From an optimization exercise on the open Yosys and OpenROAD flow, aimed at small area, a short achievable clock period and few clock cycles; shortcuts taken in it are not production practice.
In this exercise RTL edits were held to simulation tests only and were not proved equivalent to the original.
Power and IR drop assume default switching activity.

===== design.v =====
`default_nettype none
package core_pkg;
    typedef enum logic [6:0] {
        OPC_OP     = 7'b0110011,
        OPC_OP_IMM = 7'b0010011,
        OPC_LOAD   = 7'b0000011,
        OPC_STORE  = 7'b0100011,
        OPC_BRANCH = 7'b1100011,
        OPC_JAL    = 7'b1101111
    } opcode_e;
    typedef enum logic [2:0] {ALU_ADD, ALU_SUB, ALU_AND, ALU_OR, ALU_XOR, ALU_SLT} alu_op_e;
    typedef enum logic [1:0] {BR_NONE, BR_BEQ, BR_BNE, BR_JUMP} br_op_e;
    typedef enum logic [1:0] {WB_ALU, WB_MEM, WB_PC4} wb_sel_e;
    typedef struct packed {
        logic    reg_we;
        logic    mem_read;
        logic    mem_write;
        logic    b_is_imm;
        alu_op_e alu_op;
        br_op_e  br_op;
        wb_sel_e wb_sel;
    } ctrl_t;
    typedef struct packed {
        logic                    we;
        logic [5-1:0] rd;
        logic [64-1:0]   data;
    } bypass_t;
    typedef struct packed {
        logic                  taken;
        logic [64-1:0] target;
    } redirect_t;
endpackage
`default_nettype wire
`timescale 1ns/1ps
`default_nettype none
module rf_read (
    input  logic [31*64-1:0] r,
    input  logic [4:0]       rs,
    output logic [63:0]      v
);
    logic [63:0] w [32];
    always_comb begin
        w[0] = 64'd0;
        for (int i = 1; i < 32; i++) w[i] = r[(i-1)*64 +: 64];
    end
    assign v = w[rs];
endmodule
`default_nettype wire
`timescale 1ns/1ps
`default_nettype none
module pfx_add #(parameter int W = 64) (
    input  logic [W-1:0] a,
    input  logic [W-1:0] b,
    input  logic         cin,
    output logic [W-1:0] s,
    output logic         cout
);
    localparam int L = (W > 32) ? 6 : (W > 16) ? 5 : (W > 8) ? 4 : (W > 4) ? 3 : (W > 2) ? 2 : 1;
    logic [W-1:0] g [L+1];
    logic [W-1:0] p [L+1];
    logic [W-1:0] hp;
    logic [W:0]   c;
    assign hp = a ^ b;
    always_comb begin
        g[0] = a & b;
        p[0] = hp;
        g[0][0] = (a[0] & b[0]) | (hp[0] & cin);
        p[0][0] = 1'b0;
        for (int l = 0; l < L; l++) begin
            for (int i = 0; i < W; i++) begin
                if ((i >> l) & 1) begin
                    g[l+1][i] = g[l][i] | (p[l][i] & g[l][((i >> l) << l) - 1]);
                    p[l+1][i] = p[l][i] & p[l][((i >> l) << l) - 1];
                end else begin
                    g[l+1][i] = g[l][i];
                    p[l+1][i] = p[l][i];
                end
            end
        end
        c[0] = cin;
        for (int i = 0; i < W; i++) c[i+1] = g[L][i];
    end
    assign s    = hp ^ c[W-1:0];
    assign cout = c[W];
endmodule
module pfx_mask #(parameter int W = 64, parameter bit DEC = 1'b0) (
    input  logic [W-1:0] x,
    output logic [W-1:0] m
);
    localparam int L = (W > 32) ? 6 : (W > 16) ? 5 : (W > 8) ? 4 : (W > 4) ? 3 : (W > 2) ? 2 : 1;
    logic [W-1:0] t [L+1];
    always_comb begin
        t[0] = DEC ? ~x : x;
        for (int l = 0; l < L; l++) begin
            for (int i = 0; i < W; i++) begin
                if ((i >> l) & 1) t[l+1][i] = t[l][i] & t[l][((i >> l) << l) - 1];
                else              t[l+1][i] = t[l][i];
            end
        end
        m[0] = 1'b1;
        for (int i = 1; i < W; i++) m[i] = t[L][i-1];
    end
endmodule
module off_add #(parameter int W = 64, parameter int NL = 21, parameter bit POS = 1'b0) (
    input  logic [W-1:0]  a,
    input  logic [NL-1:0] off,
    output logic [W-1:0]  s
);
    logic [NL-1:0]   lo;
    logic            co;
    logic [W-NL-1:0] mi, md;
    pfx_add #(.W(NL)) u_lo (.a(a[NL-1:0]), .b(off), .cin(1'b0), .s(lo), .cout(co));
    pfx_mask #(.W(W-NL), .DEC(1'b0)) u_inc (.x(a[W-1:NL]), .m(mi));
    if (POS) begin : g_pos
        assign md = '0;
        assign s  = {a[W-1:NL] ^ (mi & {(W-NL){co}}), lo};
    end else begin : g_sgn
        pfx_mask #(.W(W-NL), .DEC(1'b1)) u_dec (.x(a[W-1:NL]), .m(md));
        assign s = {a[W-1:NL] ^ ((mi & {(W-NL){co & ~off[NL-1]}}) |
                                 (md & {(W-NL){~co & off[NL-1]}})), lo};
    end
endmodule
module fetch_add (
    input  logic [63:0] pc,
    input  logic [20:0] off,
    output logic [63:0] pc_inc,
    output logic [63:0] tgt
);
    logic [20:0] lo;
    logic        co;
    logic [42:0] mi, md;
    logic [18:0] ml;
    pfx_add #(.W(21)) u_lo (.a(pc[20:0]), .b(off), .cin(1'b0), .s(lo), .cout(co));
    pfx_mask #(.W(43), .DEC(1'b0)) u_inc (.x(pc[63:21]), .m(mi));
    pfx_mask #(.W(43), .DEC(1'b1)) u_dec (.x(pc[63:21]), .m(md));
    pfx_mask #(.W(19), .DEC(1'b0)) u_low (.x(pc[20:2]), .m(ml));
    assign tgt = {pc[63:21] ^ ((mi & {43{co & ~off[20]}}) | (md & {43{~co & off[20]}})), lo};
    assign pc_inc = {pc[63:21] ^ (mi & {43{&pc[20:2]}}), pc[20:2] ^ ml, pc[1:0]};
endmodule
`default_nettype wire
`default_nettype none
module ex_alu (
    input  logic [63:0] a,
    input  logic [63:0] b,
    input  logic        sub,
    input  logic        s_and,
    input  logic        s_or,
    input  logic        s_xor,
    input  logic        s_jal,
    input  logic [63:0] alt,
    output logic [63:0] sum,
    output logic        lt,
    output logic [63:0] oth
);
    logic [63:0] bsub;
    assign bsub = b ^ {64{sub}};
    pfx_add #(.W(64)) u_sum (.a(a), .b(bsub), .cin(sub), .s(sum), .cout());
    assign lt   = (a[63] != b[63]) ? a[63] : sum[63];
    assign oth = ({64{s_and}} & (a & b)) |
                 ({64{s_or}}  & (a | b)) |
                 ({64{s_xor}} & (a ^ b)) |
                 ({64{s_jal}} & alt);
endmodule
module fmux #(parameter bit USE_L = 1'b1, parameter bit USE_T = 1'b0) (
    input  logic        sS,
    input  logic        sL,
    input  logic        sT,
    input  logic [63:0] sum,
    input  logic        lt,
    input  logic [63:0] tgt,
    input  logic [63:0] rest,
    output logic [63:0] y
);
    always_comb begin
        if (sS)                y = sum;
        else if (USE_L && sL)  y = {63'd0, lt};
        else if (USE_T && sT)  y = tgt;
        else                   y = rest;
    end
endmodule
`default_nettype wire
`timescale 1ns/1ps
`default_nettype none
module core_top (
    input  logic                    clk,
    input  logic                    rst,
    output logic [64-1:0]   pc,
    input  logic [32-1:0]   inst,
    output logic [64-1:0]   dmem_addr,
    output logic                    dmem_we,
    output logic [64-1:0]   dmem_wdata,
    output logic                    dmem_re,
    input  logic [64-1:0]   dmem_rdata,
    input  logic                    mem_stall,
    output logic                    commit_valid,
    output logic [64-1:0]   commit_pc,
    output logic [5-1:0] commit_rd,
    output logic                    commit_we,
    output logic [64-1:0]   commit_data
);
    logic [6:0] opc;
    logic [2:0] f3;
    logic [6:0] f7;
    logic [4:0] rd, rs1, rs2;
    assign opc = inst[6:0];
    assign f3  = inst[14:12];
    assign f7  = inst[31:25];
    assign rd  = inst[11:7];
    assign rs1 = inst[19:15];
    assign rs2 = inst[24:20];
    logic is_op, is_opimm, is_load, is_store, is_bropc, is_jal;
    assign is_op    = (opc == 7'b0110011);
    assign is_opimm = (opc == 7'b0010011);
    assign is_load  = (opc == 7'b0000011);
    assign is_store = (opc == 7'b0100011);
    assign is_bropc = (opc == 7'b1100011);
    assign is_jal   = (opc == 7'b1101111);
    logic f7z, op_add, op_sub, op_and, op_or, op_xor, op_slt;
    assign f7z    = (f7 == 7'h00);
    assign op_add = is_op && f7z && (f3 == 3'b000);
    assign op_sub = is_op && (f7 == 7'h20) && (f3 == 3'b000);
    assign op_and = is_op && f7z && (f3 == 3'b111);
    assign op_or  = is_op && f7z && (f3 == 3'b110);
    assign op_xor = is_op && f7z && (f3 == 3'b100);
    assign op_slt = is_op && f7z && (f3 == 3'b010);
    logic d_addi, d_ld, d_sd, d_br, d_we, d_pred, d_bimm;
    assign d_addi = is_opimm && (f3 == 3'b000);
    assign d_ld   = is_load && (f3 == 3'b011);
    assign d_sd   = is_store && (f3 == 3'b011);
    assign d_br   = is_bropc && (f3[2:1] == 2'b00);
    assign d_we   = (rd != 5'd0) &&
                    (op_add || op_sub || op_and || op_or || op_xor || op_slt ||
                     d_addi || d_ld || is_jal);
    assign d_pred = is_jal || (d_br && (inst[31] || f3[0]));
    assign d_bimm = d_addi || d_ld || d_sd;
    logic [11:0] d_imm12;
    logic [12:0] d_boff;
    assign d_imm12 = is_store ? {inst[31:25], inst[11:7]} : inst[31:20];
    assign d_boff  = {inst[31], inst[7], inst[30:25], inst[11:8], 1'b0};
    logic [20:0] off;
    logic [63:0] pred_tgt;
    logic [63:0] pc_inc;
    assign off = inst[2] ? {inst[31], inst[19:12], inst[20], inst[30:21], 1'b0}
                         : {{8{d_boff[12]}}, d_boff};
    fetch_add u_fadd (.pc(pc), .off(off), .pc_inc(pc_inc), .tgt(pred_tgt));
    logic        ex_valid;
    logic [63:0] ex_pc;
    logic [63:0] ex_a;      
    logic [63:0] ex_b;      
    logic [63:0] ex_alt;    
    logic [4:0]  ex_rd;
    logic        ex_we;
    logic        ex_s_sum, ex_sub, ex_s_and, ex_s_or, ex_s_xor, ex_s_slt;
    logic        ex_ld, ex_sd, ex_br, ex_bne, ex_jal, ex_pred;
    logic        m_valid;
    logic [63:0] m_pc;
    logic [63:0] m_res;     
    logic [63:0] m_wdata;
    logic [4:0]  m_rd;
    logic        m_we;
    logic        m_ld;
    logic        m_mre, m_mwe;
    logic [63:0] sum, oth;
    logic        lt;
    ex_alu u_alu (.a(ex_a), .b(ex_b), .sub(ex_sub), .s_and(ex_s_and), .s_or(ex_s_or),
        .s_xor(ex_s_xor), .s_jal(ex_jal), .alt(ex_alt), .sum(sum), .lt(lt), .oth(oth));
    logic taken, mispredict;
    assign taken      = (ex_a == ex_b) ^ ex_bne;
    assign mispredict = ex_valid && ex_br && (taken != ex_pred);
    logic        stall;
    logic [63:0] m_result;
    assign stall    = mem_stall && (m_mre || m_mwe);
    assign m_result = m_ld ? dmem_rdata : m_res;
    assign dmem_addr  = m_res;
    assign dmem_wdata = m_wdata;
    assign dmem_we    = m_mwe;
    assign dmem_re    = m_mre;
    assign commit_valid = m_valid && !stall;
    assign commit_pc    = m_pc;
    assign commit_rd    = m_rd;
    assign commit_we    = m_we;
    assign commit_data  = m_result;
    logic [63:0] regs [1:31];
    logic [63:0] rv1, rv2, ra, rb, ralt, pc_oth;
    logic [63:0] ex_a_d, ex_b_d, ex_alt_d, m_res_d, pc_d;
    logic        sel_tgt;
    logic        e1, e2, m1, m2, use2, hz, kill, go;
    logic [31*64-1:0] rflat;
    always_comb begin
        for (int r = 1; r < 32; r++) rflat[(r-1)*64 +: 64] = regs[r];
    end
    rf_read u_rd1 (.r(rflat), .rs(rs1), .v(rv1));
    rf_read u_rd2 (.r(rflat), .rs(rs2), .v(rv2));
    assign e1 = ex_valid && ex_we && (ex_rd == rs1);
    assign e2 = ex_valid && ex_we && (ex_rd == rs2);
    assign m1 = m_valid && m_we && (m_rd == rs1);
    assign m2 = m_valid && m_we && (m_rd == rs2);
    assign ra   = e1 ? oth : (m1 ? m_result : rv1);
    assign rb   = e2 ? oth : (m2 ? m_result : rv2);
    assign ralt = d_sd ? rb : pc_inc;
    fmux u_fa (.sS(e1 && ex_s_sum), .sL(e1 && ex_s_slt), .sT(1'b0), .sum(sum), .lt(lt),
        .tgt(64'd0), .rest(ra), .y(ex_a_d));
    fmux u_fb (.sS(e2 && ex_s_sum && !d_bimm), .sL(e2 && ex_s_slt && !d_bimm), .sT(1'b0),
        .sum(sum), .lt(lt), .tgt(64'd0),
        .rest(d_bimm ? {{52{d_imm12[11]}}, d_imm12} : rb), .y(ex_b_d));
    fmux #(.USE_T(1'b1)) u_falt (.sS(d_sd && e2 && ex_s_sum), .sL(d_sd && e2 && ex_s_slt),
        .sT(!d_sd && !d_pred), .sum(sum), .lt(lt), .tgt(pred_tgt), .rest(ralt), .y(ex_alt_d));
    fmux u_fres (.sS(ex_s_sum), .sL(ex_s_slt), .sT(1'b0), .sum(sum), .lt(lt), .tgt(64'd0),
        .rest(oth), .y(m_res_d));
    assign use2 = is_op || is_store || is_bropc;
    assign hz   = ex_ld && (e1 || (e2 && use2));
    assign sel_tgt = d_pred && !hz && !mispredict && !stall;
    assign pc_oth  = stall ? m_pc : (mispredict ? ex_alt : (hz ? pc : pc_inc));
    fmux #(.USE_L(1'b0), .USE_T(1'b1)) u_fpc (.sS(1'b0), .sL(1'b0), .sT(sel_tgt),
        .sum(64'd0), .lt(1'b0), .tgt(pred_tgt), .rest(pc_oth), .y(pc_d));
    assign kill = mispredict || stall;
    assign go   = !kill && !hz;
    always_ff @(posedge clk) begin
        if (m_valid && m_we && !stall) begin
            regs[m_rd] <= m_result;
        end
    end
    always_ff @(posedge clk) begin
        if (rst) begin
            pc <= 64'h0000_0000_0000_0000;
        end else begin
            pc <= pc_d;
        end
    end
    always_ff @(posedge clk) begin
        if (rst) begin
            ex_valid <= 1'b0;
            m_valid  <= 1'b0;
            m_mre    <= 1'b0;
            m_mwe    <= 1'b0;
        end else begin
            ex_valid <= go;
            m_valid  <= ex_valid && !stall;
            m_mre    <= ex_valid && !stall && ex_ld;
            m_mwe    <= ex_valid && !stall && ex_sd;
        end
    end
    always_ff @(posedge clk) begin
        ex_pc    <= pc;
        ex_a     <= ex_a_d;
        ex_b     <= ex_b_d;
        ex_alt   <= ex_alt_d;
        ex_rd    <= rd;
        ex_we    <= d_we;
        ex_s_sum <= op_add || op_sub || d_bimm;   
        ex_sub   <= op_sub || op_slt;
        ex_s_and <= op_and;
        ex_s_or  <= op_or;
        ex_s_xor <= op_xor;
        ex_s_slt <= op_slt;
        ex_ld    <= d_ld;
        ex_sd    <= d_sd;
        ex_br    <= d_br;
        ex_bne   <= f3[0];
        ex_jal   <= is_jal;
        ex_pred  <= d_pred;
    end
    always_ff @(posedge clk) begin
        m_pc    <= ex_pc;
        m_res   <= m_res_d;
        m_wdata <= ex_alt;
        m_rd    <= ex_rd;
        m_we    <= ex_we;
        m_ld    <= ex_ld;
    end
endmodule
`default_nettype wire

===== run.sh =====
#!/bin/bash
# synth_recipe.tcl (not shown) runs the flow's synth.tcl, then flattens the netlist and writes it again
# the make line also repeats each setting of config.mk as NAME=value (left out here)
make -C /OpenROAD-flow-scripts/flow DESIGN_CONFIG=/design/flow/config.mk WORK_HOME=/design/flow/orfs CLKGATE_MAP_FILE= SYNTH_SCRIPT=/design/flow/synth_recipe.tcl finish

===== config.mk =====
export PLATFORM = sky130hd
export DESIGN_NAME = core_top
export DESIGN_NICKNAME = core_top
export VERILOG_FILES = /design/flow/design.v
export SDC_FILE = /design/flow/constraint.sdc
export NUM_CORES = 4
export LEC_CHECK = 0
export CAP_MARGIN = 20
export CORE_MARGIN = 2
export CORE_UTILIZATION = 40
export PLACE_DENSITY = 0.5
export SETUP_SLACK_MARGIN = 2.9
export SLEW_MARGIN = 20
export SYNTH_HIERARCHICAL = 1

===== constraint.sdc =====
create_clock -name core_clock -period 6.5 [get_ports {clk}]
set_input_delay 1.3000 -clock core_clock [delete_from_list [all_inputs] [get_ports {clk}]]
set_output_delay 1.3000 -clock core_clock [all_outputs]
set_load 0.01 [all_outputs]

==> results of run 1 <==
critical path: stages (launching register included):
cell and delay, ps:
dfxtp_4 400, buf_12 170, xor2_1 160, ha_1 360
buf_4 140, and4_1 220, nand3_1 180, nand2b_1 230
a21oi_4 470, o2111ai_4 250, buf_4 200, a31oi_1 340
a31oi_1 200, xnor2_2 290, nand2_1 80, o21ai_1 180
worst paths after layout:
check                                        from           endpoint  slack (ps)
worst max-delay path               ex_sub$_DFF_P_  m_res[62]$_DFF_P_        2510
worst min-delay path            ex_pc[16]$_DFF_P_   m_pc[16]$_DFF_P_         320
worst max register to register     ex_sub$_DFF_P_  m_res[62]$_DFF_P_        2510
worst min register to register  ex_pc[16]$_DFF_P_   m_pc[16]$_DFF_P_         320
power by group:
group	switching, W	leakage (nW)	internal [W]
registers	0.000356	20.0	0.0175
logic	0.00314	31.5	0.00206
clock network	0.00713	4.57	0.00948
layer usage:
metal | vias to the layer above | global-route usage (%)
met4 | 38 | 22.8
met3 | 1913 | 13.9
li1 | 41300 | -
met1 | 52800 | 50.4
met2 | 8162 | 57.0
met5 | - | 0
layout by cell type (no fill, tap or decap), drive strengths merged, types with 33 or more instances in the layout:
cell type and count:
edfxtp 1984, a22oi 1354, buf 1151, nand2 605, dfxtp 541, mux2i 503, and3 433, clkbuf 400
o21ai 361, mux2 345, clkdlybuf4s50 300, nand4 299, nor2 253, nand3 245, a22o 233, ha 209
inv 209, a21oi 197, xor2 181, a2111oi 140, xnor2 136, or4 135, clkinv 113, nor2b 89
nand2b 89, o211ai 83, conb 71, a32oi 58, o21a 57, nor3 57, and2 51, nor4 50
o22ai 36, dlygate4sd2 33
layout make-up:
type	count	area [um2]	area share [%]
flip-flops and latches	2525	70500	44.6
multi-input cells	6493	54700	34.6
inverters	206	800	0.506
repair inverters	2	10.0	0.00633
clock inverters	150	1430	0.907
diodes	32	80.1	0.0507
well taps	4120	5150	3.26
repair buffers	1535	17500	11.1
clock buffers	375	7890	4.99
registers in the layout, summed over array words and instances (netlist names), 5 cells and up:
register,count
ex_alt,64
m_res,64
ex_pc,64
m_wdata,64
m_pc,64
pc,64
regs,1984
ex_rd,5
ex_b,64
m_rd,5
ex_a,64
through the flow:
stage          hold WS [ps]  setup WS, ps  instance area (um2)
2_1_floorplan           310          2290               125000
3_3_place_gp            310           693               136000
3_5_place_dp            312           666               136000
4_1_cts                 319          2600               153000
5_1_grt                 324          2510               158000
6_report                322          2510               158000
timing repair:
| item | CTS | global route |
|---|---|---|
| pin swaps | 161 | 281 |
| resized for setup | 1137 | 552 |
| hold endpoints to repair | 0 | 0 |
| setup buffers | 328 | 214 |
| cloned | 61 | 26 |
| endpoints found under the setup margin | 382 | 378 |
==> impl_metrics.json, run 1 <==
{
  "die_x_um": 560,
  "first_pass_iters": 9,
  "rsz0062_at_grt": "true",
  "grt_overflow": 0,
  "highest_layer": "met5",
  "initial_core_util_pct": 40.1,
  "dr_wl_met3_um": 90000,
  "wl_met1_um": 244000,
  "synthCells": 9901,
  "min_path_type": "flop to flop",
  "wl_per_cell_um": 42.3,
  "p_leak_nw": 56.1,
  "cts_hold_buf": 0,
  "grt_pass1_vias": 97000,
  "grt_max_degree": 101,
  "powerDensity_nw_per_um2": 251,
  "max-vdd-ir-drop_uv": 215,
  "yosys_warnings": 24,
  "maxCapViolCount": 0,
  "clock-sinks": 2525,
  "synth_area_um2": 124000,
  "max_freq_ghz": 0.251,
  "worst_ep_arrival_time_ps": 4810,
  "slew_headroom_pct": 22.5,
  "fin_cells": 15400,
  "grt_util_all_layers_pct": 39.3,
  "setup_viol": 0,
  "port_buffers": 427,
  "rows": 204,
  "synth.avg_cell_area_um2": 12.5,
  "first_iter_violations": 16800,
  "dpl.hpwl_um": 393000,
  "cts_buffer_depth": 4,
  "cp-end-kind": "flop",
  "cts_root_buffer": "clkbuf_16",
  "cp_max_fo": 12,
  "post-route-min-period_ps": 3990,
  "fin_tns_setup_ps": 0,
  "core_area_um2": 308000,
  "drcViolationCount": 0,
  "startpoint_type": "flop",
  "h-tree-depth": 5,
  "finalCritPeriodShare_pct": 61.4,
  "r2r_cells": 15,
  "die-area_um2": 313000,
  "ios": 428,
  "nets": 11400,
  "chipHeight_um": 560,
  "cts_tree": "yes",
  "worst_pin_slew_ps": 1160,
  "final-hold-violation-count": 0,
  "post-route-util_pct": 51.3,
  "place_congestion": 0.958,
  "fin_skew_ps": 75.4,
  "criticalPathCategory": "flop to flop",
  "drive_gt1_share_pct": 26.3,
  "grt_pass1_wl_um": 849000,
  "area_growth_pct": 27.9,
  "clk_latency_ps": 970,
  "vias_per_cell": 6.75,
  "antenna_found_initial": 70,
  "cts_made_buffers": 295,
  "wl_met2_um": 272000,
  "cp.required_ps": 7320,
  "placed_cells": 14300,
  "postRouteAntennaNets": 0,
  "nFillCells": 26300,
  "status": "finished clean",
  "hold_path_depth": 0,
  "vias": 104000,
  "drt_wl_total_um": 653000,
  "p_total_w": 0.0396,
  "slew_violations": 0,
  "clkTransAtPathRegs_ps": 60
}
Testbench counts, summed over its fixed seeds: cycles 52,737.
==> run 2, diff against run 1 <==
--- a/config.mk
+++ b/config.mk
@@ -10,5 +10,5 @@
 export CORE_UTILIZATION = 40
 export PLACE_DENSITY = 0.5
-export SETUP_SLACK_MARGIN = 2.9
+export SETUP_SLACK_MARGIN = 2.4
 export SLEW_MARGIN = 20
 export SYNTH_HIERARCHICAL = 1
==> impl_metrics.json, run 2 <==
{
  "layout_common_cells": "1984 x edfxtp_1, 1332 x a22oi_1, 601 x nand2_1, 531 x dfxtp_1, 451 x mux2i_1",
  "cp-end-kind": "flop",
  "wl_per_cell_um": 41.5,
  "ios": 428,
  "slew_headroom_pct": 10.2,
  "multiInputGateArea_um2": 50800,
  "cts_made_buffers": 289,
  "clk_latency_ps": 950,
  "max-vdd-ir-drop_uv": 187,
  "place_congestion": 0.977,
  "powerDensity_nw_per_um2": 262,
  "synth.avg_cell_area_um2": 12.5,
  "yosys_warnings": 24,
  "drive_gt1_share_pct": 17.5,
  "post-route-util_pct": 47.7,
  "slew_violations": 0,
  "chipHeight_um": 560,
  "first_pass_iters": 8,
  "worst_ep_arrival_time_ps": 5200,
  "drt_wl_total_um": 619000,
  "clock-sinks": 2525,
  "clkTransAtPathRegs_ps": 60,
  "cp.required_ps": 7320,
  "postRouteAntennaNets": 0,
  "fin_tns_setup_ps": 0,
  "vias": 101000,
  "cp_max_fo": 28,
  "rsz0062_at_grt": "true",
  "drcViolationCount": 0,
  "ff_latch_area_um2": 70400,
  "cts_root_buffer": "clkbuf_16",
  "post-route-min-period_ps": 4380,
  "setup_viol": 0,
  "max_freq_ghz": 0.228,
  "first_iter_violations": 16300,
  "criticalPathCategory": "input port to flop",
  "initial_core_util_pct": 40.1,
  "die_x_um": 560,
  "nFillCells": 27300,
  "grt_overflow": 0,
  "nets": 10800,
  "synth_area_um2": 124000,
  "largest_register_ffs": 1984,
  "cts_buffer_depth": 4,
  "largest-register": "regs",
  "area_growth_pct": 19.0,
  "finalCritPeriodShare_pct": 67.5,
  "antenna_found_initial": 93,
  "synthCells": 9901,
  "dpl.hpwl_um": 387000,
  "final-hold-violation-count": 0,
  "maxCapViolCount": 0,
  "cts_tree": "yes",
  "grt_pass1_wl_um": 820000,
  "startpoint_type": "input port",
  "core_area_um2": 308000,
  "h-tree-depth": 5,
  "rows": 204,
  "grt_max_degree": 129,
  "worst_pin_slew_ps": 1350,
  "vias_per_cell": 6.78,
  "port_buffers": 427,
  "status": "finished clean",
  "p_leak_nw": 51.5,
  "min_path_type": "flop to flop",
  "die-area_um2": 313000,
  "fin_skew_ps": 59.1,
  "grt_util_all_layers_pct": 37.7,
  "cts_hold_buf": 0,
  "final_common_cell": "edfxtp_1",
  "grt_pass1_vias": 95000
}
## run 2: cell types whose count changed in the layout (fill, tap and decap cells not counted), sizes merged, moves of 6 or more
cell / before / now
and2: 51 / 44
buf: 1151 / 595
bufbuf: 15 / 2
clkbuf: 400 / 360
clkdlybuf4s50: 300 / 371
diode: 32 / 45
dlygate4sd2: 33 / 16
dlymetal6s2s: 3 / 19
nor2: 253 / 259
## run 2: routing by layer
metal	vias up	track usage, %	routed length (um)
met5	-	0.686	190
met4	32	21.0	41000
met3	1714	12.6	82600
met2	7831	55.0	260000
met1	51300	48.8	234000
li1	40200	-	-
## run 2: what timing repair did
action | in CTS | in global routing
buffers inserted | 70 | 42
setup endpoints to repair | 339 | 199
endpoints found under the hold margin | 0 | 0
pin swaps | 14 | 24
cloned | 27 | 9
resized for setup | 242 | 129
## run 2: worst max-delay path, cell delays in order
cell and delay, ps:
buf_12 140, nand2b_1 290, buf_4 310, nor2_4 110, buf_12 210, buf_4 290, a22oi_1 340, nand4_1 160
or4_1 690, mux2i_1 360, o21ai_1 170, mux2_2 320, mux2i_1 170, o21ai_2 70
## run 2: area by class of cell
cell class,count,share of cell area (%)
flip-flops and latches,2525,47.9
multi-input cells,6486,34.6
repair buffers,1012,7.17
clock buffers,356,5.20
well taps,4120,3.51
clock inverters,157,1.05
inverters,206,0.533
diodes,45,0.0766
repair inverters,1,0.00340
## run 2: per-stage QoR
step | hold WS [ps] | std cells | worst slack (ps) | power (W) | instance area, um2
3_3_place_gp | 310 | 14200 | 906 | 0.0220 | 135000
3_5_place_dp | 312 | 14200 | 934 | 0.0221 | 135000
6_report | 311 | 14900 | 2120 | 0.0386 | 147000
2_1_floorplan | 310 | 9967 | 2160 | 0.0200 | 124000
4_1_cts | 315 | 14800 | 2250 | 0.0384 | 146000
5_1_grt | 327 | 14900 | 2320 | 0.0394 | 147000
## run 2: worst paths after layout
check                                          end  slack (ps)  cells past startpoint              from
worst max register to register     ex_b[0]$_DFF_P_        2460                     18    ex_sub$_DFF_P_
worst min register to register     m_pc[7]$_DFF_P_         310                      0  ex_pc[7]$_DFF_P_
worst min-delay path               m_pc[7]$_DFF_P_         310                      0  ex_pc[7]$_DFF_P_
worst max-delay path            ex_alt[19]$_DFF_P_        2120                     14          inst[23]
## run 2: power by group
part | switching, W | leakage (nW) | total, W | internal, W
sequential | 0.000344 | 20.0 | 0.0178 | 0.0175
clock | 0.00705 | 4.47 | 0.0164 | 0.00938
combinational | 0.00281 | 27.0 | 0.00435 | 0.00153
total | 0.0102 | 51.5 | 0.0386 | 0.0284
==> run 3, diff against run 2 <==
--- a/config.mk
+++ b/config.mk
@@ -9,6 +9,7 @@
 export CORE_MARGIN = 2
 export CORE_UTILIZATION = 40
+export CTS_BUF_LIST = sky130_fd_sc_hd__clkbuf_8
 export PLACE_DENSITY = 0.5
-export SETUP_SLACK_MARGIN = 2.4
+export SETUP_SLACK_MARGIN = 2.9
 export SLEW_MARGIN = 20
 export SYNTH_HIERARCHICAL = 1
==> impl_metrics.json, run 3 <==
{
  "cts_tree": "yes",
  "final-hold-violation-count": 0,
  "grt_pass1_wl_um": 838000,
  "synthCells": 9901,
  "max_freq_ghz": 0.247,
  "worst_pin_slew_ps": 1170,
  "clkTransAtPathRegs_ps": 60,
  "yosys_warnings": 24,
  "place_congestion": 0.958,
  "slew_violations": 0,
  "layout_common_cells": "1984 x edfxtp_1, 1302 x a22oi_1, 604 x buf_4, 578 x nand2_1, 476 x clkbuf_8",
  "max-vdd-ir-drop_uv": 163,
  "slew_headroom_pct": 22.3,
  "antenna_found_initial": 64,
  "first_iter_violations": 16600,
  "h-tree-depth": 5,
  "whs_ps": 322,
  "rsz0062_at_grt": "true",
  "post-route-min-period_ps": 4050,
  "fin_skew_ps": 63.1,
  "nets": 11400,
  "die-area_um2": 313000,
  "grt_pass1_vias": 97300,
  "ios": 428,
  "status": "finished clean",
  "vias_per_cell": 6.66,
  "placed_cells": 14300,
  "worst_ep_arrival_time_ps": 2750,
  "drt_wl_total_um": 640000,
  "postPlaceCellArea_um2": 136000,
  "drive_gt1_share_pct": 24.9,
  "cp.required_ps": 5200,
  "gr-max-usage-layer": "met2",
  "core_area_um2": 308000,
  "grt_overflow": 0,
  "min_path_type": "flop to flop",
  "cp-end-kind": "output port",
  "criticalPathCategory": "flop to output port",
  "fin_tns_setup_ps": 0,
  "grt_util_met3_pct": 13.4,
  "hold_path_depth": 0,
  "synth.avg_cell_area_um2": 12.5,
  "p_total_w": 0.0371,
  "cp_max_fo": 5,
  "p_leak_nw": 54.7,
  "first_pass_iters": 9,
  "dpl.hpwl_um": 393000,
  "powerDensity_nw_per_um2": 242,
  "synth_area_um2": 124000,
  "grt_max_degree": 101,
  "grtUsageMet2_pct": 56.4,
  "largest-register": "regs",
  "use_met1_pct": 49.8,
  "drcViolationCount": 0,
  "wl_per_cell_um": 41.2,
  "chipHeight_um": 560,
  "regToRegStartpoint": "ex_sub$_DFF_P_",
  "fin_cells": 15500,
  "initial_core_util_pct": 40.1,
  "startpoint": "m_ld$_DFF_P_",
  "grt_util_all_layers_pct": 38.6,
  "largest_register_ffs": 1984,
  "final_area_um2": 153000,
  "cts_hold_buf": 0,
  "cts_buffer_depth": 4,
  "final_common_cell": "edfxtp_1",
  "min_from": "ex_pc[7]$_DFF_P_",
  "cts_made_buffers": 445,
  "port_buffers": 427,
  "clock-sinks": 2525,
  "clk_latency_ps": 1160,
  "rows": 204,
  "startpoint_type": "flop",
  "finalCritPeriodShare_pct": 62.4,
  "setup_viol": 0,
  "area_growth_pct": 24.0,
  "postRouteAntennaNets": 0,
  "cts_root_buffer": "clkbuf_8",
  "r2r_cells": 19,
  "vias": 104000,
  "die_x_um": 560,
  "maxCapViolCount": 0
}
==> run 3: critical path: stages, from the launching register on <==
cell	delay [ps]
dfxtp_4	370
buf_12	150
buf_12	140
buf_16	140
buf_6	110
mux2_4	430
buf_6	200
==> run 3: final timing paths <==
path	endpoint	slack, ps
setup / recovery	commit_data[20]	2450
hold / removal	m_pc[7]$_DFF_P_	320
setup reg to reg	m_res[53]$_DFF_P_	2460
hold reg to reg	m_pc[7]$_DFF_P_	320
==> run 3: area by class of cell <==
| class | count | area (um2) |
|---|---|---|
| timing repair buffer | 1365 | 15000 |
| multi-input combinational | 6487 | 53300 |
| sequential | 2525 | 70600 |
| clock inverter | 323 | 1840 |
| clock buffer | 476 | 6550 |
| inverter | 206 | 796 |
| tap | 4120 | 5150 |
| antenna | 35 | 87.6 |
| fill | 27000 | 155000 |
| timing repair inverter | 2 | 10.0 |
==> run 3: power breakdown <==
group          switching, W  leakage (nW)  internal [W]  total, W
Sequential         0.000355          20.0        0.0175    0.0178
Combinational       0.00301          29.9       0.00182   0.00483
Clock               0.00716          4.81       0.00731    0.0145
Total                0.0105          54.7        0.0266    0.0371
==> run 3: timing repair <==
item,4_1_cts,5_1_grt
gates resized for setup,954,370
setup endpoints to repair,446,761
pin swaps,95,87
gates cloned,42,20
endpoints found under the hold margin,0,0
setup buffers,233,158
==> run 3: through the flow <==
stage | setup slack [ps] | utilization (%)
3_3_place_gp | 693 | 44.0
6_report | 2450 | 49.8
4_1_cts | 2370 | 48.6
5_1_grt | 2430 | 49.7
2_1_floorplan | 2290 | -
3_5_place_dp | 666 | 44.1
==> run 3: routing by layer <==
metal  vias to the layer above  share of wire, %
met1                     52400                38
li1                      41300                 -
met3                      1707                13
met4                        32               6.6
met2                      8085                42
met5                         -             0.038
==> run 4, diff against run 3 <==
--- a/config.mk
+++ b/config.mk
@@ -8,7 +8,6 @@
 export CAP_MARGIN = 20
 export CORE_MARGIN = 2
-export CORE_UTILIZATION = 40
-export CTS_BUF_LIST = sky130_fd_sc_hd__clkbuf_8
-export PLACE_DENSITY = 0.5
+export CORE_UTILIZATION = 46
+export PLACE_DENSITY = 0.56
 export SETUP_SLACK_MARGIN = 2.9
 export SLEW_MARGIN = 20
==> impl_metrics.json, run 4 <==
{
  "clk_latency_ps": 930,
  "die_x_um": 522,
  "layout_common_cells": "1984 x edfxtp_1, 1291 x a22oi_1, 626 x buf_4, 588 x nand2_1, 504 x dfxtp_1",
  "cts_buffer_depth": 4,
  "powerDensity_nw_per_um2": 253,
  "port_buffers": 427,
  "rsz0062_at_grt": "true",
  "rrSetupSlack_ps": 2520,
  "p_int_w": 0.0287,
  "cp_max_fo": 7,
  "cts_hold_buf": 0,
  "vias": 106000,
  "startpoint": "ex_sub$_DFF_P_",
  "grt_pass1_vias": 97400,
  "min_from": "ex_pc[61]$_DFF_P_",
  "final-hold-violation-count": 0,
  "cp.required_ps": 7270,
  "final_common_cell": "edfxtp_1",
  "nets": 11200,
  "synth.avg_cell_area_um2": 12.5,
  "status": "finished clean",
  "fin_tns_setup_ps": 0,
  "clock-sinks": 2525,
  "combPwrFrac_pct": 12.6,
  "finalCritPeriodShare_pct": 61.2,
  "p_leak_nw": 54.9,
  "place_congestion": 0.982,
  "min_path_type": "flop to flop",
  "post-route-min-period_ps": 3980,
  "synthCells": 9901,
  "cts_root_buffer": "clkbuf_16",
  "cts_tree": "yes",
  "slew_headroom_pct": 9.41,
  "cp-end-kind": "flop",
  "max_freq_ghz": 0.251,
  "ios": 428,
  "clkTransAtPathRegs_ps": 60,
  "sequentialPowerShare_pct": 45.6,
  "die-area_um2": 273000,
  "yosys_warnings": 24,
  "fin_skew_ps": 44.1,
  "grt_overflow": 0,
  "placed_cells": 13700,
  "antenna_found_initial": 82,
  "dpl.hpwl_um": 371000,
  "initial_core_util_pct": 46.2,
  "grt_max_degree": 131,
  "rows": 190,
  "pwr-share-clk_pct": 41.8,
  "grt_pass1_wl_um": 820000,
  "synth_area_um2": 124000,
  "max-vdd-ir-drop_uv": 194,
  "regToRegStartpoint": "ex_sub$_DFF_P_",
  "drcViolationCount": 0,
  "slew_violations": 0,
  "startpoint_type": "flop",
  "drive_gt1_share_pct": 24.1,
  "cts_made_buffers": 284,
  "postRouteAntennaNets": 0,
  "worst_pin_slew_ps": 1360,
  "largest-register": "regs",
  "grt_util_all_layers_pct": 43.6,
  "fin_cells": 14700,
  "vias_per_cell": 7.20,
  "setup_viol": 0,
  "wl_per_cell_um": 43.0,
  "first_iter_violations": 19100,
  "area_growth_pct": 24.7,
  "h-tree-depth": 5,
  "criticalPathCategory": "flop to flop",
  "core_area_um2": 268000,
  "chipHeight_um": 522,
  "power_switching_w": 0.0103,
  "swShare_pct": 26.5,
  "largest_register_ffs": 1984,
  "worst_ep_arrival_time_ps": 4750,
  "first_pass_iters": 14,
  "drt_wl_total_um": 633000,
  "maxCapViolCount": 0
}
run 4: changes by cell type in the layout (fill, tap and decap cells not counted), moves of 16 or more:
cell / delta
dfxtp_2: -45
clkbuf_16: +304
dfxtp_4: -18
buf_12: -16
clkinv_1: -53
clkbuf_8: -466
buf_4: +22
xnor2_1: -23
buf_16: +29
xnor2_2: +26
clkbuf_1: +57
inv_1: -134
dfxtp_1: +63
run 4: layer usage:
| metal | routed length [um] | share of wire, % | GRT usage [%] | up-vias |
|---|---|---|---|---|
| li1 | - | - | - | 41100 |
| met1 | 220000 | 35 | 54.2 | 52700 |
| met2 | 258000 | 41 | 61.1 | 9818 |
| met3 | 102000 | 16 | 18.5 | 2490 |
| met4 | 52800 | 8.3 | 29.8 | 62 |
| met5 | 467 | 0.074 | 0.298 | - |
run 4: power by group through the flow:
| stage | clock network [W] | registers [W] | logic [W] |
|---|---|---|---|
| final | 0.0163 | 0.0178 | 0.00494 |
| after global routing | 0.0169 | 0.0178 | 0.00497 |
| after CTS | 0.0163 | 0.0178 | 0.00437 |
| after detailed placement | 0 | 0.0181 | 0.00393 |
| after global placement | 0 | 0.0181 | 0.00389 |
| after floorplan | 0 | 0.0180 | 0.00199 |
run 4: critical path, cell delays in order (launching register included):
cell	delay [ps]
dfxtp_4	380
buf_8	150
buf_12	150
buf_12	150
xor2_1	140
ha_1	330
nand2_2	90
nor4b_4	360
nand2_1	150
o211ai_4	550
o2111ai_4	200
a211oi_4	280
a211oi_4	110
xnor2_2	160
mux2_4	320
mux2i_2	170
o21ai_2	120
run 4: worst paths after layout:
check                                         to  cells after the start
worst max-delay path            m_res[0]$_DFF_P_                     16
worst max register to register  m_res[0]$_DFF_P_                     16
worst min register to register  m_pc[61]$_DFF_P_                      0
worst min-delay path            m_pc[61]$_DFF_P_                      0
run 4: timing repair:
action                                  in CTS  in global routing
buffers inserted                           261                174
resized for setup                          852                447
pin swaps                                  145                174
endpoints found under the setup margin     382                361
cloned                                      59                 33
run 4: stage by stage:
step	setup WS (ps)	power [W]	cell area, um2	util (%)	hold WS, ps
after global placement	920	0.0220	135000	50.3	310
after CTS	2600	0.0384	150000	56.0	324
after global routing	2500	0.0397	154000	57.6	321
after floorplan	2290	0.0200	125000	-	310
after detailed placement	854	0.0220	135000	50.3	312
final	2520	0.0391	154000	57.6	323
run 4: final cells by class:
cell class	instances	area, um2
fill	21600	114000
timing repair buffer	1414	15900
timing repair inverter	2	10.0
clock buffer	358	7630
inverter	206	803
multi-input combinational	6487	53400
tap	3552	4440
antenna	44	110
clock inverter	139	1480
sequential	2525	70500
==> run 5, diff against run 4 <==
--- a/config.mk
+++ b/config.mk
@@ -9,4 +9,5 @@
 export CORE_MARGIN = 2
 export CORE_UTILIZATION = 46
+export CTS_BUF_LIST = sky130_fd_sc_hd__clkbuf_8
 export PLACE_DENSITY = 0.56
 export SETUP_SLACK_MARGIN = 2.9
==> impl_metrics.json, run 5 <==
{
  "p_leak_nw": 54.3,
  "cp_common_cell": "buf_12",
  "drive_gt1_share_pct": 23.6,
  "path_cells": "buf_12, buf_12, buf_16, buf_12, buf_6, mux2_4, buf_6",
  "worst_pin_slew_ps": 1210,
  "initial_core_util_pct": 46.2,
  "startpoint_type": "flop",
  "cts_hold_buf": 0,
  "criticalPathCategory": "flop to output port",
  "wl_per_cell_um": 41.7,
  "grt_overflow": 0,
  "fin_skew_ps": 85.2,
  "cts_tree": "yes",
  "fin_cells": 14900,
  "cts_made_buffers": 433,
  "cts_buffer_depth": 4,
  "post-route-util_pct": 56.5,
  "yosys_warnings": 24,
  "synthCells": 9901,
  "finalCritPeriodShare_pct": 63.1,
  "min_to": "m_pc[28]$_DFF_P_",
  "synth.avg_cell_area_um2": 12.5,
  "nets": 11300,
  "rsz0062_at_grt": "true",
  "grt_max_degree": 131,
  "cp.required_ps": 5200,
  "worstReg2RegEnd": "m_res[40]$_DFF_P_",
  "dpl.hpwl_um": 371000,
  "die_x_um": 522,
  "clkTransAtPathRegs_ps": 60,
  "cp_max_fo": 8,
  "placed_cells": 13700,
  "vias_per_cell": 7.06,
  "antenna_found_initial": 71,
  "fin_tns_setup_ps": 0,
  "final-hold-violation-count": 0,
  "rows": 190,
  "slew_headroom_pct": 18.8,
  "r2r_cells": 19,
  "chipHeight_um": 522,
  "startpoint": "m_ld$_DFF_P_",
  "slew_violations": 0,
  "final_common_cell": "edfxtp_1",
  "grt_pass1_vias": 98000,
  "largest_register_ffs": 1984,
  "synth_area_um2": 124000,
  "port_buffers": 427,
  "min_from": "ex_pc[28]$_DFF_P_",
  "first_pass_iters": 10,
  "cp_slowest_cell": "mux2_4",
  "h-tree-depth": 5,
  "clk_latency_ps": 1180,
  "clock-sinks": 2525,
  "status": "finished clean",
  "max_freq_ghz": 0.244,
  "cp-end-kind": "output port",
  "post-route-min-period_ps": 4100,
  "drt_wl_total_um": 621000,
  "core_area_um2": 268000,
  "largest-register": "regs",
  "vias": 105000,
  "rrSetupSlack_ps": 2400,
  "grt_util_all_layers_pct": 43.0,
  "maxCapViolCount": 0,
  "max-vdd-ir-drop_uv": 170,
  "powerDensity_nw_per_um2": 246,
  "hold_path_depth": 0,
  "ios": 428,
  "area_growth_pct": 22.4,
  "place_congestion": 0.982,
  "first_iter_violations": 18100,
  "cts_root_buffer": "clkbuf_8",
  "postRouteAntennaNets": 0,
  "min_path_type": "flop to flop",
  "grt_pass1_wl_um": 812000,
  "layout_common_cells": "1984 x edfxtp_1, 1303 x a22oi_1, 574 x nand2_1, 573 x buf_4, 465 x clkbuf_8",
  "slowest_delay_ps": 450,
  "worst_ep_arrival_time_ps": 2800,
  "drcViolationCount": 0,
  "setup_viol": 0,
  "die-area_um2": 273000,
  "regToRegStartpoint": "ex_sub$_DFF_P_"
}
[run 5: through the flow]
step           total power, W  cell area [um2]  setup WS (ps)  hold WS, ps
2_1_floorplan          0.0200           125000           2290          310
3_3_place_gp           0.0220           135000            920          310
3_5_place_dp           0.0220           135000            854          312
4_1_cts                0.0367           148000           2270          295
5_1_grt                0.0379           151000           2400          313
6_report               0.0372           151000           2400          315
[run 5: critical path: cells and delay by family (launching register included)]
| family | cells | cell delay (ps) |
|---|---|---|
| DFF | 1 | 360 |
| buffers and inverters | 6 | 850 |
| muxes | 1 | 450 |
[run 5: final cells by class]
| type | count | area (um2) |
|---|---|---|
| Clock buffer | 465 | 6400 |
| Multi-Input combinational cell | 6482 | 52700 |
| Sequential cell | 2525 | 70600 |
| Fill cell | 22000 | 116000 |
| Clock inverter | 316 | 2100 |
| Timing Repair Buffer | 1299 | 14200 |
| Timing Repair inverter | 2 | 10.0 |
| Antenna cell | 39 | 97.6 |
| Tap cell | 3552 | 4440 |
| Inverter | 206 | 800 |
[run 5: how the worst max path moves through the flow]
| stage | to | slack [ps] | cells after the start |
|---|---|---|---|
| floorplan | regs[20][0]$_DFFE_PP_ | 2290 | 5 |
| global placement | ex_alt[21]$_DFF_P_ | 920 | 14 |
| detailed placement | ex_alt[21]$_DFF_P_ | 850 | 14 |
| CTS | commit_data[10] | 2270 | 7 |
| global route | m_res[0]$_DFF_P_ | 2400 | 15 |
| finish | commit_data[40] | 2400 | 7 |
[run 5: routing by layer]
metal  wire length [um]  share of wire (%)  vias up  GRT usage [%]
met2             254000                 41     9583           60.8
met3              98000                 16     2325           17.4
met1             218000                 35    52000           54.0
met4              50500                8.1       60           28.4
met5                478              0.077        -          0.158
li1                   -                  -    41200              -
[run 5: where the power goes]
part	internal, W	leakage (nW)	switching [W]	total [W]
clock network	0.00757	4.84	0.00711	0.0147
logic	0.00176	29.4	0.00294	0.00471
registers	0.0175	20.0	0.000350	0.0178
[run 5: repair_timing]
action,in CTS,in global routing
buffers inserted,216,130
endpoints found under the setup margin,441,376
gates cloned,39,23
resized for setup,767,392
pin swaps,93,113
==> run 6, diff against run 5 <==
--- a/config.mk
+++ b/config.mk
@@ -11,5 +11,5 @@
 export CTS_BUF_LIST = sky130_fd_sc_hd__clkbuf_8
 export PLACE_DENSITY = 0.56
-export SETUP_SLACK_MARGIN = 2.9
+export SETUP_SLACK_MARGIN = 2.7
 export SLEW_MARGIN = 20
 export SYNTH_HIERARCHICAL = 1
==> impl_metrics.json, run 6 <==
{
  "dpl.hpwl_um": 372000,
  "path_delay_family": "buffers and inverters",
  "worst_ep_arrival_time_ps": 2730,
  "post-route-min-period_ps": 4030,
  "cts_hold_buf": 0,
  "ios": 428,
  "slew_violations": 0,
  "grt_util_all_layers_pct": 42.5,
  "drcViolationCount": 0,
  "cts_root_buffer": "clkbuf_8",
  "criticalPathCategory": "flop to output port",
  "grt_pass1_wl_um": 802000,
  "fin_tns_setup_ps": 0,
  "initial_core_util_pct": 46.2,
  "cp_max_fo": 7,
  "vias": 103000,
  "final_common_cell": "edfxtp_1",
  "final-hold-violation-count": 0,
  "grt_overflow": 0,
  "min_path_type": "flop to flop",
  "largest_register_ffs": 1984,
  "startpoint_type": "flop",
  "grt_pass1_vias": 97000,
  "status": "finished clean",
  "placed_cells": 13600,
  "h-tree-depth": 5,
  "slowest_delay_ps": 370,
  "die_x_um": 522,
  "synthCells": 9901,
  "clk_latency_ps": 1160,
  "critical_path_depth": 6,
  "first_iter_violations": 18900,
  "fin_skew_ps": 70.1,
  "vias_per_cell": 7.00,
  "maxCapViolCount": 0,
  "synth_area_um2": 124000,
  "die-area_um2": 273000,
  "grt_max_degree": 129,
  "core_area_um2": 268000,
  "cp.required_ps": 5200,
  "worstReg2RegEnd": "m_res[0]$_DFF_P_",
  "cts_made_buffers": 434,
  "worst_pin_slew_ps": 1200,
  "critPathBufInv": 5,
  "cts_tree": "yes",
  "yosys_warnings": 24,
  "rows": 190,
  "regToRegStartpoint": "ex_sub$_DFF_P_",
  "finalCritPeriodShare_pct": 62.0,
  "antenna_found_initial": 61,
  "rsz0062_at_grt": "true",
  "cp_slowest_cell": "dfxtp_4",
  "area_growth_pct": 20.0,
  "place_congestion": 0.973,
  "layout_common_cells": "1984 x edfxtp_1, 1305 x a22oi_1, 595 x nand2_1, 553 x buf_4, 516 x dfxtp_1",
  "max_freq_ghz": 0.248,
  "first_pass_iters": 9,
  "clock-sinks": 2525,
  "setup_viol": 0,
  "cp-end-kind": "output port",
  "synth.avg_cell_area_um2": 12.5,
  "fin_cells": 14800,
  "rrSetupSlack_ps": 2500,
  "port_buffers": 427,
  "drt_wl_total_um": 605000,
  "drive_gt1_share_pct": 21.5,
  "wl_per_cell_um": 40.9,
  "endpoint": "commit_data[7]",
  "postRouteAntennaNets": 0,
  "largest-register": "regs",
  "r2r_cells": 17,
  "nets": 11200,
  "startpoint": "m_ld$_DFF_P_",
  "cts_buffer_depth": 4,
  "path_cells": "buf_12, buf_16, mux2i_1, buf_4, clkinvlp_4, buf_6",
  "powerDensity_nw_per_um2": 249,
  "clkTransAtPathRegs_ps": 60,
  "max-vdd-ir-drop_uv": 183,
  "slew_headroom_pct": 20.0,
  "chipHeight_um": 522,
  "p_leak_nw": 53.0
}
==> run 6: report_power, final <==
part / internal (W) / switching (W)
combinational: 0.00160 / 0.00280
clock: 0.00763 / 0.00706
sequential: 0.0175 / 0.000334
==> run 6: per-stage QoR <==
| stage | worst slack (ps) | hold WS [ps] | power [W] | utilization (%) | cell area, um2 |
|---|---|---|---|---|---|
| floorplan | 2160 | 310 | 0.0200 | - | 124000 |
| global placement | 700 | 310 | 0.0219 | 50.1 | 134000 |
| detailed placement | 755 | 312 | 0.0220 | 50.1 | 134000 |
| CTS | 2450 | 303 | 0.0365 | 54.7 | 146000 |
| global route | 2400 | 302 | 0.0377 | 55.4 | 148000 |
| finish | 2470 | 316 | 0.0369 | 55.4 | 148000 |
==> run 6: what timing repair did <==
item / CTS / global route
pin swaps: 50 / 53
setup buffers: 172 / 94
setup endpoints to repair: 375 / 306
cloned: 40 / 7
gates resized for setup: 664 / 235
hold endpoints to repair: 0 / 0
==> run 6: worst min-delay path by stage <==
stage | to | from | depth (start not counted)
3_3_place_gp | m_pc[22]$_DFF_P_ | ex_pc[22]$_DFF_P_ | 0
2_1_floorplan | m_pc[0]$_DFF_P_ | ex_pc[0]$_DFF_P_ | 0
6_report | m_pc[3]$_DFF_P_ | ex_pc[3]$_DFF_P_ | 0
4_1_cts | m_pc[3]$_DFF_P_ | ex_pc[3]$_DFF_P_ | 0
3_5_place_dp | m_pc[0]$_DFF_P_ | ex_pc[0]$_DFF_P_ | 0
5_1_grt | m_pc[3]$_DFF_P_ | ex_pc[3]$_DFF_P_ | 0
==> run 6: area by class of cell <==
| class | instances | area [um2] |
|---|---|---|
| timing repair inverter | 1 | 5.00 |
| sequential | 2525 | 70400 |
| fill | 22400 | 119000 |
| multi-input combinational | 6484 | 51500 |
| inverter | 206 | 805 |
| clock inverter | 318 | 2140 |
| tap | 3552 | 4440 |
| clock buffer | 462 | 6360 |
| antenna | 34 | 85.1 |
| timing repair buffer | 1193 | 12500 |
==> run 6: layer usage <==
metal	GRT usage, %	part of all wire [%]	vias to the layer above
met5	0	0.025	-
met4	24.7	6.9	22
met3	17.2	16	1961
met2	60.8	41	9086
met1	54.0	36	51500
li1	-	-	40900
==> run 7, diff against run 6 <==
--- a/config.mk
+++ b/config.mk
@@ -11,5 +11,5 @@
 export CTS_BUF_LIST = sky130_fd_sc_hd__clkbuf_8
 export PLACE_DENSITY = 0.56
-export SETUP_SLACK_MARGIN = 2.7
+export SETUP_SLACK_MARGIN = 2.5
 export SLEW_MARGIN = 20
 export SYNTH_HIERARCHICAL = 1
==> impl_metrics.json, run 7 <==
{
  "status": "finished clean",
  "cts_made_buffers": 434,
  "pwr-share-clk_pct": 39.6,
  "slew_headroom_pct": 10.9,
  "fin_cells": 14700,
  "slew_violations": 0,
  "nFillCells": 22400,
  "layout_common_cells": "1984 x edfxtp_1, 1308 x a22oi_1, 600 x nand2_1, 528 x dfxtp_1, 482 x buf_4",
  "yosys_warnings": 24,
  "largest_register_ffs": 1984,
  "die_x_um": 522,
  "power_switching_w": 0.0102,
  "ios": 428,
  "grt_overflow": 0,
  "dpl.hpwl_um": 370000,
  "placed_cells": 13600,
  "cp-end-kind": "flop",
  "clkTransAtPathRegs_ps": 70,
  "whs_ps": 318,
  "nets": 11100,
  "maxCapViolCount": 0,
  "core_area_um2": 268000,
  "swShare_pct": 27.8,
  "p_leak_nw": 52.3,
  "postPlaceCellArea_um2": 134000,
  "max-vdd-ir-drop_uv": 166,
  "powerDensity_nw_per_um2": 250,
  "initial_core_util_pct": 46.2,
  "startpoint_type": "input port",
  "ff_latch_area_um2": 70400,
  "final_area_um2": 146000,
  "area_growth_pct": 18.5,
  "die-area_um2": 273000,
  "port_buffers": 427,
  "grt_util_all_layers_pct": 42.0,
  "cts_hold_buf": 0,
  "cts_root_buffer": "clkbuf_8",
  "slowest_delay_ps": 990,
  "synth.avg_cell_area_um2": 12.5,
  "cp_slowest_cell": "nor2_4",
  "place_congestion": 0.958,
  "sequentialPowerShare_pct": 48.7,
  "final-hold-violation-count": 0,
  "fin_tns_setup_ps": 0,
  "final_common_cell": "edfxtp_1",
  "synth_area_um2": 124000,
  "cts_tree": "yes",
  "grt_pass1_wl_um": 793000,
  "first_iter_violations": 17500,
  "drt_wl_total_um": 599000,
  "chipHeight_um": 522,
  "clock-sinks": 2525,
  "multiInputGateArea_um2": 50900,
  "vias_per_cell": 7.00,
  "max_freq_ghz": 0.238,
  "synthCells": 9901,
  "largest-register": "regs",
  "wl_per_cell_um": 40.9,
  "combPwrFrac_pct": 11.8,
  "grt_pass1_vias": 96200,
  "worst_pin_slew_ps": 1330,
  "antenna_found_initial": 64,
  "cp.required_ps": 7540,
  "cp_max_fo": 40,
  "postRouteAntennaNets": 0,
  "grt_max_degree": 131,
  "cts_buffer_depth": 4,
  "post-route-min-period_ps": 4200,
  "min_path_type": "flop to flop",
  "finalCritPeriodShare_pct": 64.7,
  "vias": 103000,
  "criticalPathCategory": "input port to flop",
  "rsz0062_at_grt": "true",
  "setup_viol": 0,
  "drcViolationCount": 0,
  "first_pass_iters": 10,
  "worst_ep_arrival_time_ps": 5240,
  "path_cells": "buf_6, nor2_4, and2_4, buf_4, a32oi_1, nand4_1, or4_1, mux2i_1, o21ai_0, a22o_1",
  "h-tree-depth": 5,
  "clk_latency_ps": 1140,
  "fin_skew_ps": 75.9,
  "rows": 190,
  "drive_gt1_share_pct": 19.7,
  "p_int_w": 0.0264
}
-- run 7: final timing paths --
| path | cells past startpoint | to | slack [ps] | start |
|---|---|---|---|---|
| worst min register to register | 0 | m_pc[60]$_DFF_P_ | 320 | ex_pc[60]$_DFF_P_ |
| worst max register to register | 17 | m_res[0]$_DFF_P_ | 2530 | ex_sub$_DFF_P_ |
| worst max-delay path | 10 | ex_a[16]$_DFF_P_ | 2300 | inst[19] |
| worst min-delay path | 0 | m_pc[60]$_DFF_P_ | 320 | ex_pc[60]$_DFF_P_ |
-- run 7: metrics by stage --
stage	utilization (%)	total power, W	setup WS [ps]
CTS	54.2	0.0363	2340
global placement	50.1	0.0220	734
detailed placement	50.2	0.0220	707
floorplan	-	0.0200	2160
finish	54.7	0.0366	2300
global route	54.7	0.0374	2400
-- run 7: power groups by stage --
stage / registers [W] / logic, W / clock network (W)
2_1_floorplan: 0.0180 / 0.00196 / 0
3_3_place_gp: 0.0181 / 0.00387 / 0
3_5_place_dp: 0.0181 / 0.00390 / 0
4_1_cts: 0.0178 / 0.00400 / 0.0145
5_1_grt: 0.0178 / 0.00438 / 0.0152
6_report: 0.0178 / 0.00431 / 0.0145
-- run 7: repair_timing --
item | in CTS | in global routing
resized for setup | 419 | 164
setup buffers | 96 | 74
cloned | 27 | 12
endpoints found under the setup margin | 343 | 261
pin swaps | 13 | 31
-- run 7: routing by layer --
metal	GRT usage, %	part of all wire, %
met3	17.3	15
met1	52.6	36
met5	0.509	0.084
met4	24.8	7.1
met2	60.5	42
-- run 7: cell type report --
| cell class | instances | area share [%] |
|---|---|---|
| Tap cell | 3552 | 3.04 |
| Clock inverter | 324 | 1.42 |
| Timing Repair Buffer | 1085 | 7.79 |
| Sequential cell | 2525 | 48.1 |
| Clock buffer | 457 | 4.30 |
| Multi-Input combinational cell | 6482 | 34.8 |
| Antenna cell | 25 | 0.0427 |
| Inverter | 206 | 0.541 |
-- run 7: critical path, delay by kind of cell --
kind / cells / cell delay [ps]
AOI/OAI and AO/OA: 3 / 530
and+or+nand+nor: 4 / 2310
muxes: 1 / 260
buffers and inverters: 2 / 590
==> run 8, diff against run 7 <==
--- a/config.mk
+++ b/config.mk
@@ -11,5 +11,5 @@
 export CTS_BUF_LIST = sky130_fd_sc_hd__clkbuf_8
 export PLACE_DENSITY = 0.56
-export SETUP_SLACK_MARGIN = 2.5
+export SETUP_SLACK_MARGIN = 2.3
 export SLEW_MARGIN = 20
 export SYNTH_HIERARCHICAL = 1
==> impl_metrics.json, run 8 <==
{
  "status": "finished clean",
  "postRouteAntennaNets": 0,
  "drcViolationCount": 0,
  "drive_gt1_share_pct": 17.4,
  "yosys_warnings": 24,
  "swShare_pct": 27.5,
  "max_freq_ghz": 0.223,
  "fin_tns_setup_ps": 0,
  "post-route-min-period_ps": 4480,
  "slew_violations": 0,
  "grtUsageMet2_pct": 59.1,
  "place_congestion": 0.978,
  "use_met1_pct": 51.6,
  "rsz0062_at_grt": "true",
  "die-area_um2": 273000,
  "clock-sinks": 2525,
  "cts_hold_buf": 0,
  "power_switching_w": 0.0100,
  "grt_util_all_layers_pct": 40.7,
  "die_x_um": 522,
  "largest-register": "regs",
  "rows": 190,
  "gr-max-usage-layer": "met2",
  "slew_headroom_pct": 11.5,
  "p_int_w": 0.0263,
  "cp.required_ps": 7430,
  "first_iter_violations": 17000,
  "placed_cells": 13600,
  "h-tree-depth": 5,
  "cts_made_buffers": 434,
  "grt_util_met3_pct": 15.3,
  "clkTransAtPathRegs_ps": 60,
  "sequentialPowerShare_pct": 49.0,
  "fin_skew_ps": 72.8,
  "nets": 10900,
  "grt_overflow": 0,
  "ios": 428,
  "clk_latency_ps": 1090,
  "setup_viol": 0,
  "chipHeight_um": 522,
  "final-hold-violation-count": 0,
  "worst_pin_slew_ps": 1330,
  "criticalPathCategory": "input port to flop",
  "grt_max_degree": 131,
  "area_growth_pct": 16.7,
  "wl_per_cell_um": 39.9,
  "synthCells": 9901,
  "cp-end-kind": "flop",
  "first_pass_iters": 8,
  "port_buffers": 427,
  "pwr-share-clk_pct": 39.6,
  "vias_per_cell": 6.98,
  "combPwrFrac_pct": 11.5,
  "cts_tree": "yes",
  "cts_root_buffer": "clkbuf_8",
  "grt_pass1_vias": 95500,
  "finalCritPeriodShare_pct": 69.0,
  "largest_register_ffs": 1984,
  "max-vdd-ir-drop_uv": 157,
  "drt_wl_total_um": 582000,
  "layout_common_cells": "1984 x edfxtp_1, 1348 x a22oi_1, 604 x nand2_1, 532 x dfxtp_1, 480 x mux2i_1",
  "worst_ep_arrival_time_ps": 5410,
  "initial_core_util_pct": 46.2,
  "dpl.hpwl_um": 369000,
  "synth.avg_cell_area_um2": 12.5,
  "min_path_type": "flop to flop",
  "post-route-util_pct": 53.9,
  "fin_cells": 14600,
  "antenna_found_initial": 60,
  "core_area_um2": 268000,
  "grt_pass1_wl_um": 774000,
  "vias": 102000,
  "synth_area_um2": 124000,
  "cp_max_fo": 22,
  "powerDensity_nw_per_um2": 252,
  "final_common_cell": "edfxtp_1",
  "startpoint_type": "input port",
  "maxCapViolCount": 0,
  "p_leak_nw": 51.5,
  "cts_buffer_depth": 4
}
-- run 8: cell types whose count changed in the layout (fill, tap and decap cells not counted), sizes merged, moves of 2 or more --
cell,previous run,this run
clkinv,158,165
clkdlybuf4s15,7,2
inv,329,327
clkinvlp,20,12
mux2,347,338
buf,694,567
dlymetal6s2s,15,23
and2,41,39
clkbuf,468,474
diode,25,55
bufinv,23,19
clkdlybuf4s50,331,366
bufbuf,5,0
and3,434,432
-- run 8: stage by stage --
step / instance area (um2) / hold WS (ps) / total power (W) / setup slack (ps)
2_1_floorplan: 124000 / 310 / 0.0200 / 1260
3_3_place_gp: 134000 / 310 / 0.0219 / 837
3_5_place_dp: 134000 / 312 / 0.0220 / 801
4_1_cts: 143000 / 321 / 0.0361 / 2040
5_1_grt: 144000 / 326 / 0.0371 / 2250
6_report: 144000 / 315 / 0.0363 / 2020
-- run 8: timing repair --
action,4_1_cts,5_1_grt
pin swaps,5,14
resized for setup,140,83
cloned,3,9
buffers inserted,32,53
endpoints found under the setup margin,272,181
-- run 8: final timing paths --
check	cells past startpoint	start	slack, ps	endpoint
setup / recovery	10	inst[19]	2020	ex_a[29]$_DFF_P_
hold / removal	0	ex_pc[33]$_DFF_P_	310	m_pc[33]$_DFF_P_
setup reg to reg	17	ex_b[0]$_DFF_P_	2410	m_res[42]$_DFF_P_
hold reg to reg	0	ex_pc[33]$_DFF_P_	310	m_pc[33]$_DFF_P_
-- run 8: final cells by class --
cell class                 instances  area (um2)
antenna                           55         138
clock buffer                     468        6440
clock inverter                   316        1890
fill                           22700      123000
inverter                         206         788
multi-input combinational       6468       50000
sequential                      2525       70400
tap                             3552        4440
timing repair buffer             985       10100
timing repair inverter             1        5.00
-- run 8: critical path, stage by stage --
cell and delay, ps:
buf_4 500, or2_2 540, nor2_4 320, buf_4 390, a21oi_1 270, nand3_1 230
or4_1 620, mux2i_1 700, o21ai_0 170, a22o_1 230
-- run 8: power groups by stage --
| stage | clock network, W | registers, W | logic [W] |
|---|---|---|---|
| floorplan | 0 | 0.0180 | 0.00194 |
| global placement | 0 | 0.0181 | 0.00381 |
| detailed placement | 0 | 0.0181 | 0.00385 |
| CTS | 0.0144 | 0.0178 | 0.00390 |
| global route | 0.0151 | 0.0178 | 0.00424 |
| finish | 0.0144 | 0.0178 | 0.00417 |
-- run 8: metal layers --
| metal | routed length (um) | up-vias |
|---|---|---|
| met5 | 273 | - |
| met3 | 83500 | 1913 |
| li1 | - | 40500 |
| met4 | 39500 | 38 |
| met1 | 214000 | 50900 |
| met2 | 245000 | 8438 |

[re-timing with driven ports]
The flow's constraints put no driver on any port. The routed layouts listed below were extracted and timed again, unchanged, in two steps.
Step 1 assumes that a clkbuf_16 drives the clock port and a buf_2 every other input.
Step 2 moves the port delays by t, midway between the first and last clock arrival at a register: inputs arrive t later, outputs are due t later. That takes back most of the time a late clock gives input paths.
a / b / c = ideal / step 1 / step 2; a / b = the first two.
| run | shift t [ns] | setup WS [ns] | worst register clock-pin slew, ns |
|---|---|---|---|
| run 1 | 1.039 | 2.511 / 2.419 / 1.380 | 0.07 / 0.07 |
| run 2 | 1.016 | 2.115 / 2.118 / 1.102 | 0.07 / 0.07 |
| run 3 | 1.226 | 2.447 / 2.350 / 1.153 | 0.07 / 0.07 |
| run 4 | 1.014 | 2.519 / 2.232 / 1.218 | 0.07 / 0.07 |
| run 5 | 1.254 | 2.396 / 2.287 / 1.221 | 0.07 / 0.07 |
| run 6 | 1.230 | 2.468 / 2.371 / 1.157 | 0.07 / 0.07 |
| run 7 | 1.214 | 2.297 / 2.282 / 1.136 | 0.07 / 0.07 |
| run 8 | 1.154 | 2.017 / 2.015 / 0.861 | 0.08 / 0.08 |
After both steps setup and hold are still met in every run listed. The setup slack of run 6, which loses most, moves by -0.097 ns with the drivers and by -1.311 ns with both steps.
